Context: an optimization exercise on an open-source flow, tuned for a short achievable clock period and few clock cycles. The choices shown serve that exercise and are no tape-out recipe.
In this exercise RTL edits were held to simulation tests only and were not proved equivalent to the original.
The clock port is modelled as an ideal driver; clocking choices that lean on that would not hold on a real chip.
No activity file was given, so power comes from the tool's default toggle rates.

==> design.v <==
`default_nettype none
package mips_pkg;
    typedef logic [31:0] word_t;       
    typedef logic [4:0]  reg_addr_t;   
    typedef logic [4:0]  shamt_t;      
    typedef logic [15:0] imm_t;        
    typedef logic [25:0] jtarget_t;    
    typedef enum logic [4:0] {
        OP_ILLEGAL,   
        OP_ADDIU, OP_ADDU, OP_SUBU,
        OP_AND, OP_OR, OP_XOR,
        OP_ANDI, OP_ORI, OP_XORI, OP_LUI,
        OP_SLT, OP_SLTU,
        OP_SLL, OP_SRL, OP_SRA,
        OP_LW, OP_SW,
        OP_BEQ, OP_BNE, OP_J, OP_JAL, OP_JR
    } op_t;
    typedef enum logic [1:0] {
        FETCH,   
        EXEC,    
        MEM      
    } cpu_state_t;
    typedef struct packed {
        op_t       op;
        reg_addr_t rs;
        reg_addr_t rt;
        reg_addr_t rd;
        shamt_t    shamt;
        imm_t      imm;
        jtarget_t  target;
    } decoded_t;
    typedef struct packed {
        logic      en;
        reg_addr_t addr;
        word_t     data;
    } wb_t;
endpackage
`default_nettype wire
`default_nettype none
module mips_ksa #(parameter int W = 32) (
    input  logic [W-1:0] a,
    input  logic [W-1:0] b,
    input  logic         cin,
    output logic [W-1:0] s,
    output logic         cout
);
    localparam int L = (W >= 64) ? 7 : (W >= 32) ? 6 : (W >= 16) ? 5 : (W >= 8) ? 4 : (W >= 4) ? 3 : 2;
    logic [W:0] g [L+1];
    logic [W:0] p [L+1];
    assign g[0][0] = cin;
    assign p[0][0] = 1'b0;
    assign g[0][W:1] = a & b;
    assign p[0][W:1] = a ^ b;
    for (genvar l = 0; l < L; l++) begin : g_lvl
        for (genvar i = 0; i <= W; i++) begin : g_bit
            if (i >= (1 << l)) begin : g_op
                assign g[l+1][i] = g[l][i] | (p[l][i] & g[l][i - (1 << l)]);
                assign p[l+1][i] = p[l][i] & p[l][i - (1 << l)];
            end else begin : g_pass
                assign g[l+1][i] = g[l][i];
                assign p[l+1][i] = p[l][i];
            end
        end
    end
    assign s    = p[0][W:1] ^ g[L][W-1:0];
    assign cout = g[L][W];
endmodule
`default_nettype wire
`default_nettype none
module mips_cpu_bus (
    input  logic        clk,
    input  logic        rst_n,
    output logic        active,
    output logic [31:0] register_v0,
    input  logic        waitrequest,
    input  logic [31:0] readdata,
    output logic [31:0] address,
    output logic        write,
    output logic        read,
    output logic [31:0] writedata,
    output logic [3:0]  byteenable
);
    localparam int R_SUM = 0, R_AND = 1, R_OR = 2, R_XOR = 3, R_IMM = 4,
                   R_SLT = 5, R_SLTU = 6, R_SH = 7, R_LINK = 8;
    localparam int IC_BITS  = 5;    
    localparam int IC_N     = 1 << IC_BITS;
    localparam int TAG_W    = 12 - IC_BITS;
    localparam int PF_LIMIT = 12;   
    logic [31:0] baddr;       
    logic        bread, bwrite;
    logic        bpf;         
    logic [31:0] pfa;         
    logic [31:0] fpc;         
    logic        fnz;         
    logic        hq;          
    logic        d_v;         
    logic [31:0] d_inst;
    logic [31:0] d_pc4;       
    logic [31:0] d_brt;       
    logic [IC_N-1:0] fsel;    
    logic        d_pred;      
    logic        d_fpr;       
    logic [31:0] d_lr;        
    logic        d_isjr;      
    logic [IC_BITS-1:0] d_bidx;   
    logic        e_v;         
    logic [4:0]  e_rs, e_rt, e_dst;
    logic [4:0]  e_shamt;
    logic [31:0] e_pc4;
    logic [31:0] e_brt;
    logic [8:0]  e_rsel;
    logic        e_we;        
    logic        e_beq, e_bne, e_jr, e_ld, e_st;
    logic        e_pred;
    logic [IC_BITS-1:0] e_bidx;
    logic [1:0]  e_shk;       
    logic [31:0] opa, opb, opb2;   
    logic        e_cin;
    logic        e_bsel_rt;   
    logic        e_hold_q;    
    logic        m_v;
    logic        m_ld;
    logic [4:0]  m_rt;
    logic [31:0] m_addr;
    logic [31:0] m_wdata;
    logic [31:0] lr;          
    logic        lr_nz;
    logic [IC_N-1:0] bht_v;   
    logic [1:0]  bht [IC_N];  
    logic [31:0]      ic_data [IC_N];
    logic [TAG_W-1:0] ic_tag  [IC_N];
    logic [29:0]      ic_tgt  [IC_N];    
    logic [IC_N-1:0]  ic_v;
    logic [31:0] rf [1:31];
    logic [31:0] e_doh;       
    logic [31:0] m_roh;       
    logic [31:0] baddr_o;
    logic        bread_o, bwrite_o;
    assign address    = baddr_o;
    assign read       = bread_o;
    assign write      = bwrite_o;
    assign writedata  = m_wdata;
    assign byteenable = 4'b1111;
    logic        e_go, e_slot, e_wr;
    logic [32:0] sum;
    logic        slt, sltu;
    logic [31:0] shres;
    logic [31:0] result;
    logic        eq, br_taken;
    logic        mp;          
    logic [31:0] mp_addr;     
    assign e_go   = e_v && !e_hold_q;
    assign e_slot = !e_v || e_go;
    assign e_wr   = e_go && e_we;
    mips_ksa #(32) u_sum (.a(opa), .b(opb2), .cin(e_cin), .s(sum[31:0]), .cout(sum[32]));
    assign slt  = (opa[31] ^ opb[31]) ? opa[31] : sum[31];
    assign sltu = !sum[32];
    always_comb begin
        case (e_shk)
            2'd2:    shres = opb >> e_shamt;
            2'd3:    shres = $signed(opb) >>> e_shamt;
            default: shres = opb << e_shamt;
        endcase
    end
    assign result = ({32{e_rsel[R_SUM]}}  & sum[31:0])
                  | ({32{e_rsel[R_AND]}}  & (opa & opb2))
                  | ({32{e_rsel[R_OR]}}   & (opa | opb2))
                  | ({32{e_rsel[R_XOR]}}  & (opa ^ opb2))
                  | ({32{e_rsel[R_IMM]}}  & opb2)
                  | ({32{e_rsel[R_SLT]}}  & {31'd0, slt})
                  | ({32{e_rsel[R_SLTU]}} & {31'd0, sltu})
                  | ({32{e_rsel[R_SH]}}   & shres)
                  | ({32{e_rsel[R_LINK]}} & e_pc4);
    assign eq       = (opa == opb);
    assign br_taken = (e_beq && eq) || (e_bne && !eq);
    assign mp       = e_go && ((e_jr && !(e_pred && opa == e_brt)) ||
                               ((e_beq || e_bne) && (br_taken != e_pred)));
    assign mp_addr  = e_jr ? opa : (br_taken ? e_brt : e_pc4);
    logic m_acc, m_ldw;
    assign m_acc = m_v && !waitrequest;
    assign m_ldw = m_acc && m_ld && (m_rt != 5'd0);
    logic        d_go;        
    logic        d_adv;       
    logic        pr_d;        
    logic [5:0]  d_op, d_fn;
    logic [4:0]  d_rs, d_rt, d_rd;
    logic [8:0]  d_rsel;
    logic        d_we;
    logic [4:0]  d_dst;
    logic        d_beq, d_bne, d_jr, d_ld, d_st;
    logic [1:0]  d_bsel;      
    logic        d_inv;       
    logic [31:0] d_imm2;
    logic [31:0] d_badd;
    mips_ksa #(30) u_dbrt (.a(d_pc4[31:2]), .b({{14{d_inst[15]}}, d_inst[15:0]}), .cin(1'b0),
                           .s(d_badd[31:2]), .cout());
    assign d_badd[1:0] = d_pc4[1:0];
    assign d_brt = d_isjr ? d_lr : d_badd;
    assign d_go  = d_v && e_slot;
    assign d_adv = d_go && !mp;
    assign pr_d  = d_adv && d_pred && !d_fpr;
    assign d_op = d_inst[31:26];
    assign d_fn = d_inst[5:0];
    assign d_rs = d_inst[25:21];
    assign d_rt = d_inst[20:16];
    assign d_rd = d_inst[15:11];
    always_comb begin
        d_rsel = '0;
        d_we   = 1'b0;
        d_dst  = d_rt;
        d_beq  = 1'b0;
        d_bne  = 1'b0;
        d_jr   = 1'b0;
        d_ld   = 1'b0;
        d_st   = 1'b0;
        d_bsel = 2'd0;
        d_inv  = 1'b0;
        case (d_op)
            6'h00: begin
                d_dst = d_rd;
                case (d_fn)
                    6'h00, 6'h02, 6'h03: begin d_we = 1'b1; d_rsel[R_SH] = 1'b1; end
                    6'h08: d_jr = (d_rt == 5'd0);
                    6'h21: begin d_we = 1'b1; d_rsel[R_SUM] = 1'b1; end
                    6'h23: begin d_we = 1'b1; d_rsel[R_SUM] = 1'b1; d_inv = 1'b1; end
                    6'h24: begin d_we = 1'b1; d_rsel[R_AND] = 1'b1; end
                    6'h25: begin d_we = 1'b1; d_rsel[R_OR] = 1'b1; end
                    6'h26: begin d_we = 1'b1; d_rsel[R_XOR] = 1'b1; end
                    6'h2a: begin d_we = 1'b1; d_rsel[R_SLT] = 1'b1; d_inv = 1'b1; end
                    6'h2b: begin d_we = 1'b1; d_rsel[R_SLTU] = 1'b1; d_inv = 1'b1; end
                    default: ;
                endcase
            end
            6'h03: begin d_we = 1'b1; d_dst = 5'd31; d_rsel[R_LINK] = 1'b1; end
            6'h04: d_beq = 1'b1;
            6'h05: d_bne = 1'b1;
            6'h09: begin d_we = 1'b1; d_rsel[R_SUM] = 1'b1; d_bsel = 2'd1; end
            6'h0c: begin d_we = 1'b1; d_rsel[R_AND] = 1'b1; d_bsel = 2'd2; end
            6'h0d: begin d_we = 1'b1; d_rsel[R_OR] = 1'b1;  d_bsel = 2'd2; end
            6'h0e: begin d_we = 1'b1; d_rsel[R_XOR] = 1'b1; d_bsel = 2'd2; end
            6'h0f: begin d_we = 1'b1; d_rsel[R_IMM] = 1'b1; d_bsel = 2'd3; end
            6'h23: begin d_ld = 1'b1; d_bsel = 2'd1; end
            6'h2b: begin d_st = 1'b1; d_bsel = 2'd1; end
            default: ;
        endcase
        if (d_dst == 5'd0) d_we = 1'b0;
    end
    always_comb begin
        case (d_bsel)
            2'd1:    d_imm2 = {{16{d_inst[15]}}, d_inst[15:0]};
            2'd2:    d_imm2 = {16'd0, d_inst[15:0]};
            default: d_imm2 = {d_inst[15:0], 16'd0};
        endcase
    end
    logic [31:0] rf_rs, rf_rt, d_a, d_b;
    logic [31:0] rfo [32];    
    assign rfo[0] = 32'd0;
    for (genvar g = 1; g < 32; g++) begin : g_rfo
        assign rfo[g] = rf[g];
    end
    assign rf_rs = rfo[d_rs];
    assign rf_rt = rfo[d_rt];
    assign d_a   = (e_wr && e_dst == d_rs) ? result : ((m_ldw && m_rt == d_rs) ? readdata : rf_rs);
    assign d_b   = (e_wr && e_dst == d_rt) ? result : ((m_ldw && m_rt == d_rt) ? readdata : rf_rt);
    logic [31:0] inst;        
    logic        f_bus;       
    logic        pf_acc;      
    logic        f_slot, f_acc;
    logic [31:0] fpc4;
    logic        f_j, f_beq, f_bne, f_jr;
    logic [31:0] f_jt;
    logic        f_bpred, f_pred;
    logic [31:0] ic_word;
    logic [29:0] ic_tw;
    always_comb begin
        ic_word = '0;
        ic_tw   = '0;
        for (int i = 0; i < IC_N; i++) begin
            ic_word = ic_word | ({32{fsel[i]}} & ic_data[i]);
            ic_tw   = ic_tw   | ({30{fsel[i]}} & ic_tgt[i]);
        end
    end
    assign inst   = hq ? ic_word : readdata;
    assign f_bus  = bread && !m_v && !bpf && !waitrequest;
    assign pf_acc = bread && !m_v && bpf && !waitrequest;
    assign f_slot = !d_v || d_go;
    assign f_acc  = f_slot && (f_bus || hq) && !mp && !pr_d;
    mips_ksa #(30) u_fpc4 (.a(fpc[31:2]), .b(30'd0), .cin(1'b1), .s(fpc4[31:2]), .cout());
    assign fpc4[1:0] = fpc[1:0];
    assign f_j    = (inst[31:26] == 6'h02) || (inst[31:26] == 6'h03);
    assign f_beq  = (inst[31:26] == 6'h04);
    assign f_bne  = (inst[31:26] == 6'h05);
    assign f_jr   = (inst[31:26] == 6'h00) && (inst[5:0] == 6'h08) && (inst[20:16] == 5'd0);
    assign f_jt   = {fpc4[31:28], inst[25:0], 2'b00};
    logic [IC_N-1:0] bht_hi;
    for (genvar g = 0; g < IC_N; g++) begin : g_bhi
        assign bht_hi[g] = bht[g][1];
    end
    assign f_bpred = (|(fsel & bht_v)) ? (|(fsel & bht_hi)) : (f_bne || inst[15]);
    assign f_pred  = ((f_beq || f_bne) && f_bpred) || (f_jr && inst[25:21] == 5'd31 && lr_nz);
    logic f_fpr;
    assign f_fpr   = f_pred && (f_jr || hq);
    logic [31:0] pfa4, pf_dist;
    logic        h_fpc4, h_pfa, h_opa, h_pc4, h_ebrt, h_lr;
    logic [IC_BITS-1:0] i_fpc4, i_pfa, i_opa, i_pc4, i_ebrt, i_lr;
    mips_ksa #(30) u_pfa4 (.a(pfa[31:2]), .b(30'd0), .cin(1'b1), .s(pfa4[31:2]), .cout());
    assign pfa4[1:0] = pfa[1:0];
    assign i_fpc4 = fpc4[IC_BITS+1:2];
    assign i_pfa  = pfa[IC_BITS+1:2];
    assign i_opa  = opa[IC_BITS+1:2];
    assign i_pc4  = e_pc4[IC_BITS+1:2];
    assign i_ebrt = e_brt[IC_BITS+1:2];
    assign i_lr   = lr[IC_BITS+1:2];
    assign h_lr   = ic_v[i_lr]   && (ic_tag[i_lr]   == lr[13:IC_BITS+2])    && (lr[31:14] == 18'h2FF00);
    logic [IC_N-1:0]  fsel4;
    logic [TAG_W-1:0] tag4;
    assign fsel4 = {fsel[IC_N-2:0], fsel[IC_N-1]};
    always_comb begin
        tag4 = '0;
        for (int i = 0; i < IC_N; i++) tag4 = tag4 | ({TAG_W{fsel4[i]}} & ic_tag[i]);
    end
    assign h_fpc4 = (|(fsel4 & ic_v)) && (tag4 == fpc4[13:IC_BITS+2]) && (fpc4[31:14] == 18'h2FF00);
    assign h_pfa  = ic_v[i_pfa]  && (ic_tag[i_pfa]  == pfa[13:IC_BITS+2]);
    assign h_opa  = ic_v[i_opa]  && (ic_tag[i_opa]  == opa[13:IC_BITS+2])   && (opa[31:14] == 18'h2FF00);
    assign h_pc4  = ic_v[i_pc4]  && (ic_tag[i_pc4]  == e_pc4[13:IC_BITS+2]) && (e_pc4[31:14] == 18'h2FF00);
    assign h_ebrt = ic_v[i_ebrt] && (ic_tag[i_ebrt] == e_brt[13:IC_BITS+2]) && (e_brt[31:14] == 18'h2FF00);
    logic pf_in, pf_ok;
    logic [11:0] pf_dw;
    assign pf_dw   = pfa[13:2] - fpc[13:2];
    assign pf_dist = {20'd0, pf_dw};
    assign pf_in = (pf_dw != 12'd0) && (pf_dw <= 12'(PF_LIMIT)) && (pfa[31:14] == 18'h2FF00) &&
                   (fpc[31:14] == 18'h2FF00);
    assign pf_ok = pf_in && !h_pfa;
    logic [IC_BITS-1:0] fill_idx;
    logic               fill;
    assign fill_idx = baddr[IC_BITS+1:2];
    assign fill     = (f_bus || pf_acc) && (baddr[31:14] == 18'h2FF00);
    logic               tf_v;
    logic [IC_BITS-1:0] tf_idx;
    logic [29:0]        tf_pc;
    logic [15:0]        tf_imm;
    logic [29:0]        fill_tgt;    
    always_ff @(posedge clk) begin
        tf_v   <= fill;
        tf_idx <= fill_idx;
        tf_pc  <= baddr[31:2];
        tf_imm <= readdata[15:0];
    end
    mips_ksa #(30) u_ftgt (.a(tf_pc), .b({{14{tf_imm[15]}}, tf_imm}), .cin(1'b1),
                           .s(fill_tgt), .cout());
    always_ff @(posedge clk) begin
        if (tf_v) ic_tgt[tf_idx] <= fill_tgt;
    end
    logic [31:0] fpc_d, pfa_d, m_addr_d;
    logic        fnz_d, hq_d, pf_d, m_v_d, m_ld_d, d_v_d, e_v_d;
    always_comb begin
        if (mp)         fpc_d = mp_addr;
        else if (pr_d)  fpc_d = d_brt;
        else if (f_acc) fpc_d = f_j ? f_jt : (f_fpr ? (f_jr ? lr : {ic_tw, 2'b00}) : fpc4);
        else            fpc_d = fpc;
    end
    assign fnz_d = mp ? (mp_addr != 32'd0) :
                   (pr_d ? (d_brt != 32'd0) :
                   (f_acc ? (f_j ? (f_jt != 32'd0) :
                             (f_fpr ? (f_jr ? lr_nz : (ic_tw != 30'd0)) : (fpc4 != 32'd0))) : fnz));
    logic k_opa, k_ebrt, k_pc4, k_lr, k_fpc4, k_fpc;
    assign k_opa  = fill && fill_idx == i_opa;
    assign k_ebrt = fill && fill_idx == i_ebrt;
    assign k_pc4  = fill && fill_idx == i_pc4;
    assign k_lr   = fill && fill_idx == i_lr;
    assign k_fpc4 = fill && fill_idx == i_fpc4;
    assign k_fpc  = fill && fill_idx == fpc[IC_BITS+1:2];
    always_comb begin
        if (mp)         hq_d = e_jr ? (h_opa && !k_opa) : (br_taken ? (h_ebrt && !k_ebrt) : (h_pc4 && !k_pc4));
        else if (pr_d)  hq_d = 1'b0;
        else if (f_acc) hq_d = f_j ? 1'b0 : (f_fpr ? (f_jr && h_lr && !k_lr) : (h_fpc4 && !k_fpc4));
        else            hq_d = hq && !k_fpc;
    end
    assign m_v_d    = (m_v && waitrequest) || (e_go && (e_ld || e_st));
    assign m_ld_d   = m_v ? m_ld : e_ld;
    assign m_addr_d = m_v ? m_addr : sum[31:0];
    assign d_v_d    = f_acc || (d_v && !d_go && !mp);
    assign e_v_d    = d_adv || (e_v && !e_go);
    logic [4:0] m_rt_d, e_rs_d, e_rt_d, e_dst_d;
    logic       e_ld_d, e_st_d, e_jr_d, hold_d;
    assign m_rt_d  = m_v ? m_rt : e_rt;
    assign e_rs_d  = e_slot ? d_rs : e_rs;
    assign e_rt_d  = e_slot ? d_rt : e_rt;
    assign e_dst_d = e_slot ? d_dst : e_dst;
    assign e_ld_d  = e_slot ? d_ld : e_ld;
    assign e_st_d  = e_slot ? d_st : e_st;
    assign e_jr_d  = e_slot ? d_jr : e_jr;
    assign hold_d  = m_v_d && (e_ld_d || e_st_d || e_jr_d ||
                     (m_ld_d && (m_rt_d != 5'd0) &&
                      (e_rs_d == m_rt_d || e_rt_d == m_rt_d || e_dst_d == m_rt_d)));
    assign pf_d = !m_v_d && f_acc && !f_j && !f_fpr && h_fpc4 && !k_fpc4 && pf_ok;
    always_comb begin
        if (pf_acc)             pfa_d = pfa4;
        else if (!pf_in)        pfa_d = fpc4;
        else if (h_pfa && !bpf) pfa_d = pfa4;
        else                    pfa_d = pfa;
    end
    always_ff @(posedge clk) begin
        if (!rst_n) begin
            fpc      <= 32'hBFC0_0000;
            fsel     <= {{(IC_N-1){1'b0}}, 1'b1};
            fnz      <= 1'b1;
            hq       <= 1'b0;
            baddr    <= 32'hBFC0_0000;
            bread    <= 1'b1;
            bwrite   <= 1'b0;
            baddr_o  <= 32'hBFC0_0000;
            bread_o  <= 1'b1;
            bwrite_o <= 1'b0;
            bpf      <= 1'b0;
            pfa      <= 32'hBFC0_0000;
            d_v      <= 1'b0;
            e_v      <= 1'b0;
            m_v      <= 1'b0;
            e_hold_q <= 1'b0;
            active   <= 1'b0;
        end else begin
            fpc      <= fpc_d;
            fsel     <= {{(IC_N-1){1'b0}}, 1'b1} << fpc_d[IC_BITS+1:2];
            fnz      <= fnz_d;
            hq       <= hq_d;
            active   <= fnz_d;
            baddr    <= m_v_d ? m_addr_d : (pf_d ? pfa_d : fpc_d);
            bread    <= m_v_d ? m_ld_d : fnz_d;
            bwrite   <= m_v_d && !m_ld_d;
            baddr_o  <= m_v_d ? m_addr_d : (pf_d ? pfa_d : fpc_d);
            bread_o  <= m_v_d ? m_ld_d : fnz_d;
            bwrite_o <= m_v_d && !m_ld_d;
            bpf      <= !m_v_d && pf_d;
            pfa      <= pfa_d;
            d_v      <= d_v_d;
            e_v      <= e_v_d;
            m_v      <= m_v_d;
            e_hold_q <= hold_d;
        end
    end
    always_ff @(posedge clk) begin
        if (f_slot) begin
            d_inst <= inst;
            d_pc4  <= fpc4;
            d_pred <= f_pred;
            d_fpr  <= f_fpr;
            d_lr   <= lr;
            d_isjr <= f_jr;
            d_bidx <= fpc[IC_BITS+1:2];
        end
    end
    always_ff @(posedge clk) begin
        if (e_slot) begin
            e_rs      <= d_rs;
            e_rt      <= d_rt;
            e_dst     <= d_dst;
            e_doh     <= 32'd1 << d_dst;
            e_shamt   <= d_inst[10:6];
            e_shk     <= d_inst[1:0];
            e_pc4     <= d_pc4;
            e_brt     <= d_brt;
            e_pred    <= d_pred;
            e_bidx    <= d_bidx;
            e_rsel    <= d_rsel;
            e_we      <= d_we;
            e_beq     <= d_beq;
            e_bne     <= d_bne;
            e_jr      <= d_jr;
            e_ld      <= d_ld;
            e_st      <= d_st;
            e_cin     <= d_inv;
            e_bsel_rt <= (d_bsel == 2'd0);
            opa       <= d_a;
            opb       <= d_b;
            opb2      <= (d_bsel != 2'd0) ? d_imm2 : (d_inv ? ~d_b : d_b);
        end else if (m_v && m_ld && m_rt != 5'd0) begin
            if (e_rs == m_rt) opa <= readdata;
            if (e_rt == m_rt) begin
                opb <= readdata;
                if (e_bsel_rt) opb2 <= e_cin ? ~readdata : readdata;
            end
        end
    end
    always_ff @(posedge clk) begin
        m_ld   <= m_ld_d;
        m_addr <= m_addr_d;
        m_rt   <= m_rt_d;
        m_roh  <= 32'd1 << m_rt_d;
        if (!m_v) m_wdata <= opb;
    end
    always_ff @(posedge clk) begin
        if (!rst_n) begin
            ic_v <= '0;
        end else if (fill) begin
            ic_v[fill_idx] <= 1'b1;
        end
    end
    always_ff @(posedge clk) begin
        if (fill) begin
            ic_data[fill_idx] <= readdata;
            ic_tag[fill_idx]  <= baddr[13:IC_BITS+2];
        end
    end
    always_ff @(posedge clk) begin
        if (!rst_n) begin
            bht_v <= '0;
        end else if (e_go && (e_beq || e_bne)) begin
            bht_v[e_bidx] <= 1'b1;
        end
    end
    always_ff @(posedge clk) begin
        if (e_go && (e_beq || e_bne)) begin
            if (!bht_v[e_bidx])                         bht[e_bidx] <= br_taken ? 2'b10 : 2'b01;
            else if (br_taken && bht[e_bidx] != 2'b11)  bht[e_bidx] <= bht[e_bidx] + 2'b01;
            else if (!br_taken && bht[e_bidx] != 2'b00) bht[e_bidx] <= bht[e_bidx] - 2'b01;
        end
    end
    always_ff @(posedge clk) begin
        if (!rst_n) begin
            lr    <= 32'd0;
            lr_nz <= 1'b0;
        end else if (e_wr && e_dst == 5'd31) begin
            lr    <= result;
            lr_nz <= (result != 32'd0);
        end else if (m_ldw && m_rt == 5'd31) begin
            lr    <= readdata;
            lr_nz <= (readdata != 32'd0);
        end
    end
    always_ff @(posedge clk) begin
        if (!rst_n) begin
            for (int i = 1; i < 32; i++) rf[i] <= 32'd0;
        end else begin
            for (int i = 1; i < 32; i++) begin
                if (e_wr && e_doh[i]) rf[i] <= result;
                else if (m_ldw && m_roh[i]) rf[i] <= readdata;
            end
        end
    end
    logic [31:0] v0_o;
    always_ff @(posedge clk) begin
        if (!rst_n)                                  v0_o <= 32'd0;
        else if (e_wr && e_dst == 5'd2)      v0_o <= result;
        else if (m_ldw && m_rt == 5'd2)      v0_o <= readdata;
    end
    assign register_v0 = v0_o;
endmodule
`default_nettype wire
==> flow/run.sh <==
#!/bin/bash
# Standard ORFS layout in three calls, each with its own log:
#  1. synthesis and floorplan with no extra setup margin;
#  2. placement and CTS, repairing timing towards a 3.5 ns period (setup
#     margin 7.5 ns at the 11 ns clock) on the worst 20% of failing endpoints;
#  3. routing and finish, where timing repair only holds the slack CTS reached.
# Port buffers are plain buffers (buf_4) that the repair can resize.
set -o pipefail
PB="BUFFER_PORTS_ARGS=-buffer_cell sky130_fd_sc_hd__buf_4"
bash standard.sh SETUP_SLACK_MARGIN=0 "$PB" synth floorplan > flow_floorplan.log 2>&1 || exit 1
bash standard.sh SETUP_SLACK_MARGIN=7.5 TNS_END_PERCENT=20 "$PB" cts > flow_cts.log 2>&1 || exit 1
RPT=$(ls orfs/reports/*/*/base/4_cts_final.rpt 2>/dev/null | head -1)
WS=$(grep -o "worst slack max [-0-9.]*" "$RPT" 2>/dev/null | head -1 | awk '{print $4}')
M=$(awk -v w="${WS:-5}" 'BEGIN { m = w - 0.1; if (m < 0) m = 0; print m }')
echo "CTS worst slack ${WS:-unknown}; routing margin $M" > flow_margin.log
bash standard.sh SETUP_SLACK_MARGIN=$M TNS_END_PERCENT=20 "$PB" finish > flow_finish.log 2>&1
==> standard.sh <==
#!/bin/bash
# synth_recipe.tcl (not shown) runs the flow's synth.tcl, then flattens the netlist and writes it again
# the make line also repeats each setting of config.mk as NAME=value (left out here)
make -C /OpenROAD-flow-scripts/flow DESIGN_CONFIG=/design/flow/config.mk WORK_HOME=/design/flow/orfs CLKGATE_MAP_FILE= SYNTH_SCRIPT=/design/flow/synth_recipe.tcl "${@:-finish}"
==> config.mk <==
export PLATFORM = sky130hd
export DESIGN_NAME = mips_cpu_bus
export DESIGN_NICKNAME = mips_cpu_bus
export VERILOG_FILES = /design/flow/design.v
export SDC_FILE = /design/flow/constraint.sdc
export NUM_CORES = 4
export LEC_CHECK = 0
export ABC_CLOCK_PERIOD_IN_PS = 1000
export CAP_MARGIN = 20
export CELL_PAD_IN_SITES_DETAIL_PLACEMENT = 2
export CELL_PAD_IN_SITES_GLOBAL_PLACEMENT = 2
export CORE_MARGIN = 2
export CORE_UTILIZATION = 25
export PLACE_DENSITY = 0.35
export SETUP_SLACK_MARGIN = 5
export SLEW_MARGIN = 20
==> constraint.sdc <==
create_clock -name core_clock -period 11.0 [get_ports {clk}]
set_input_delay 2.2000 -clock core_clock [delete_from_list [all_inputs] [get_ports {clk}]]
set_output_delay 2.2000 -clock core_clock [all_outputs]
set_load 0.01 [all_outputs]
==> notes.md <==
-- cells in the mapped netlist (151+ instances only) --
cell | n | area, um^2
a22o_1 | 272 | 2380
a311oi_1 | 939 | 8220
clkbuf_1 | 1512 | 5680
a221oi_1 | 313 | 2740
nand2_1 | 1721 | 6460
a21oi_1 | 300 | 1500
mux2i_1 | 160 | 1600
nor2_1 | 1897 | 7120
edfxtp_1 | 2626 | 78900
o21ai_0 | 319 | 1600
nand4_1 | 330 | 2060
buf_1 | 170 | 638
nand3_1 | 1400 | 7010
nor3_1 | 240 | 1200
a22oi_1 | 1489 | 11200
inv_1 | 172 | 646
dfxtp_1 | 1418 | 28400
ha_1 | 151 | 1890
mux4_2 | 481 | 10800
xnor2_1 | 231 | 2020
-- worst max-delay path, delay by kind of cell, from the launching register on --
family          cells  cell delay [ns]
xor+xnor            1             0.27
compound gates      5             1.33
simple gates        6             1.89
flops               1             0.61
buf+inv             2             0.55
-- repair_timing --
item / in CTS / in global routing
cloned: 138 / 0
hold buffers: 0 / 0
buffers inserted: 792 / 0
resized for setup: 2458 / 3
setup endpoints to repair: 3291 / 111
pin swaps: 831 / 0
-- power by group through the flow --
stage	sequential, mW	combinational [mW]	clock, mW
after floorplan	16.9	1.50	0
after global placement	17.1	3.37	0
after detailed placement	17.1	3.38	0
after CTS	16.7	3.96	17.9
after global routing	16.7	4.10	18.4
final	16.7	4.07	17.6
-- layer usage --
layer | vias up | part of all wire (%)
met1 | 104000 | 41
met4 | 48 | 7.5
met5 | - | 0.043
li1 | 70900 | -
met3 | 3073 | 8.5
met2 | 11200 | 43
-- area by class of cell --
| type | instances | area [um^2] | share of cell area [%] |
|---|---|---|---|
| clock buffers | 742 | 14900 | 5.92 |
| multi-input cells | 11700 | 88700 | 35.4 |
| diodes | 142 | 355 | 0.142 |
| well taps | 10200 | 12800 | 5.11 |
| clock inverters | 219 | 2000 | 0.796 |
| repair buffers | 1971 | 23800 | 9.49 |
| flip-flops and latches | 4044 | 108000 | 42.9 |
| inverters | 183 | 759 | 0.303 |
-- per-stage QoR --
stage / worst slack (ns) / cells
after floorplan: 4.42 / 17700
after CTS: 6.29 / 29100
final: 6.18 / 29200
after detailed placement: 4.27 / 27200
after global routing: 6.09 / 29100
after global placement: 3.93 / 27200
-- path summary, 6_finish.rpt --
| check | startpoint | to | slack, ns | cells past startpoint |
|---|---|---|---|---|
| setup / recovery | opb[17] | baddr_o[10] | 6.18 | 14 |
| hold / removal | d_bidx[1] | e_bidx[1] | 0.46 | 0 |
| hold reg to reg | d_bidx[1] | e_bidx[1] | 0.46 | 0 |
| setup reg to reg | opb[17] | baddr_o[10] | 6.18 | 14 |
-- cell families (layout without fill, tap and decap cells) --
group,after synthesis,after routing,synth area share (%)
multiplexers,720,720,6.91
adder cells (fa/ha/maj),153,153,0.992
XOR/XNOR,360,360,1.62
AO/OA/AOI/OAI,4401,4401,17.5
buffers and inverters,1974,3115,3.91
flip-flops,4044,4044,55.2
other,1,146,0.00193
AND/OR/NAND/NOR,6063,6066,13.9
-- registers in the layout, indices dropped and copies added, names as in the netlist, 64 cells and up, named ones only --
signal	cells
ic_tag	224
rf	992
ic_data	1024
bht	64
ic_tgt	960
==> results.sh <==
export IMPL_insertion_delay_ns=1.17
export IMPL_hpwl_um=978000
export IMPL_synth_seq_area_share_pct=55.2
export IMPL_use_met2_pct=59.0
export IMPL_maxSlewHeadroom_pct=6.79
export IMPL_dr_pass1_iters=7
export IMPL_path_class="flop to flop"
export IMPL_vias=189000
export IMPL_antenna_found_initial=233
export IMPL_cts_path_max_buffers=4
export IMPL_drive_gt1_share_pct=24.6
export IMPL_grt_pass1_vias=183000
export IMPL_p_comb_share_pct=10.6
export IMPL_busiest_layer="met2"
export IMPL_cts_buffers=535
export IMPL_path_cells="xor2_1 > nor4_1 > and4_4 > nand3_1 > a21boi_1 > o31a_2 > nand3_1 > buf_6 > a2111oi_0 > buf_1 > or4b_4 > nand3_2 > a21oi_2 > a221o_1"
export IMPL_hold_class="flop to flop"
export IMPL_fin_crit_sh_pct=43.8
export IMPL_stdcell_area_mm2=0.251
export IMPL_setup_viol=0
export IMPL_final_core_util_pct=32.4
export IMPL_port_buffer_count=133
export IMPL_viasPerCell=6.46
export IMPL_dominantRegCellSynth="edfxtp_1"
export IMPL_status="no timing/DRC/antenna violations"
export IMPL_startpoint_type="flop"
export IMPL_die_h_um=886
export IMPL_nFillCells=81100
export IMPL_root_buffer="clkbuf_16"
export IMPL_power_switching_mw=10.9
export IMPL_arrival_ns=5.82
export IMPL_finalPower_mw=38.4
export IMPL_final_common_cell="edfxtp_1"
export IMPL_pwr_share_seq_pct=43.5
export IMPL_use_met3_pct=8.76
export IMPL_htreeDepth=6
export IMPL_grt_max_degree=137
export IMPL_finalHoldViolCount=0
export IMPL_syn_area_per_cell_um2=11.0
export IMPL_critPathMaxStageDelay_ns=0.61
export IMPL_synth_async_reset_ratio_pct=0
export IMPL_area_growth_pct=29.0
export IMPL_fmax_ghz=0.207
export IMPL_fin_skew_ns=0.0944
export IMPL_place_area_mm2=0.212
export IMPL_ioPinCount=138
export IMPL_start_util_pct=25.1
export IMPL_pwr_share_clk_pct=45.9
export IMPL_drv_cap=0
export IMPL_crit_fanout=19
export IMPL_crit_path_end_kind="flop"
export IMPL_wl_per_cell_um=54.9
export IMPL_drt_initial_drc_count=28600
export IMPL_cp_common_cell="nand3_1"
export IMPL_drc=0
export IMPL_path_clk_slew_ns=0.06
export IMPL_syn_area_mm2=0.194
export IMPL_synth_seq_cells=4044
export IMPL_final_cell_mix="2626 x edfxtp_1, 1615 x nand2_1, 1521 x nor2_1"
export IMPL_drt_total_wl_um=1610000
export IMPL_p_leak_nw=84.5
export IMPL_gp_congestion=0.916
export IMPL_fin_crit_ns=4.82
export IMPL_die_width_um=886
export IMPL_grt_overflow_total=0
export IMPL_cts_sink_count=4044
export IMPL_switching_share_pct=28.4
export IMPL_grt_first_pass_wirelength_um=2040000
export IMPL_worstMarginPinSlew_ns=1.38
export IMPL_cts_tree="yes"
export IMPL_p_int_mw=27.5
export IMPL_powerDensity_mw_per_mm2=153
export IMPL_synth_cells=17700
export IMPL_grtUsageTotal_pct=39.4
export IMPL_setup_tns_ns=0
export IMPL_ant_nets=0
export IMPL_met1_usage_pct=51.9
export IMPL_core_mm2=0.774
export IMPL_worst_path_max_delay_cell="edfxtp_1"
export IMPL_nNetsFinal=18600
export IMPL_die_area_mm2=0.785
export IMPL_final_max_slew_viol_count=0
export IMPL_yosysUniqueCellTypes=105
export IMPL_holdWs_ns=0.462
export IMPL_rows=323
export IMPL_synth_edf_count=2626
export IMPL_ir_worst_vdd_mv=0.172
export IMPL_synth_warnings=9
export IMPL_crit_required_ns=12.00
export IMPL_rsz0062_at_grt="true"
Testbench counts, summed over its fixed seeds: cycles 28,739.

==> port drivers added, routing unchanged <==
The flow's constraints put no driver on any port. The routed layout listed below was extracted and timed again, unchanged, in two steps.
Step 1: set_driving_cell puts a clkbuf_16 on clk and a buf_2 on each other input, an assumption about the parent block.
Step 2 moves the port delays by t, midway between the first and last clock arrival at a register: inputs arrive t later, outputs are due t later. That takes back most of the time a late clock gives input paths.
Slacks: ideal / step 1 / step 2; pairs: ideal / step 1.
t, ns: 1.290
setup WS [ns]: 6.177 / 6.063 / 5.064
worst data-port slew with drivers (ns): 0.39
After both steps setup and hold are still met in this run. For this run, drivers alone change the setup slack by -0.114 ns; drivers and shift together by -1.113 ns.
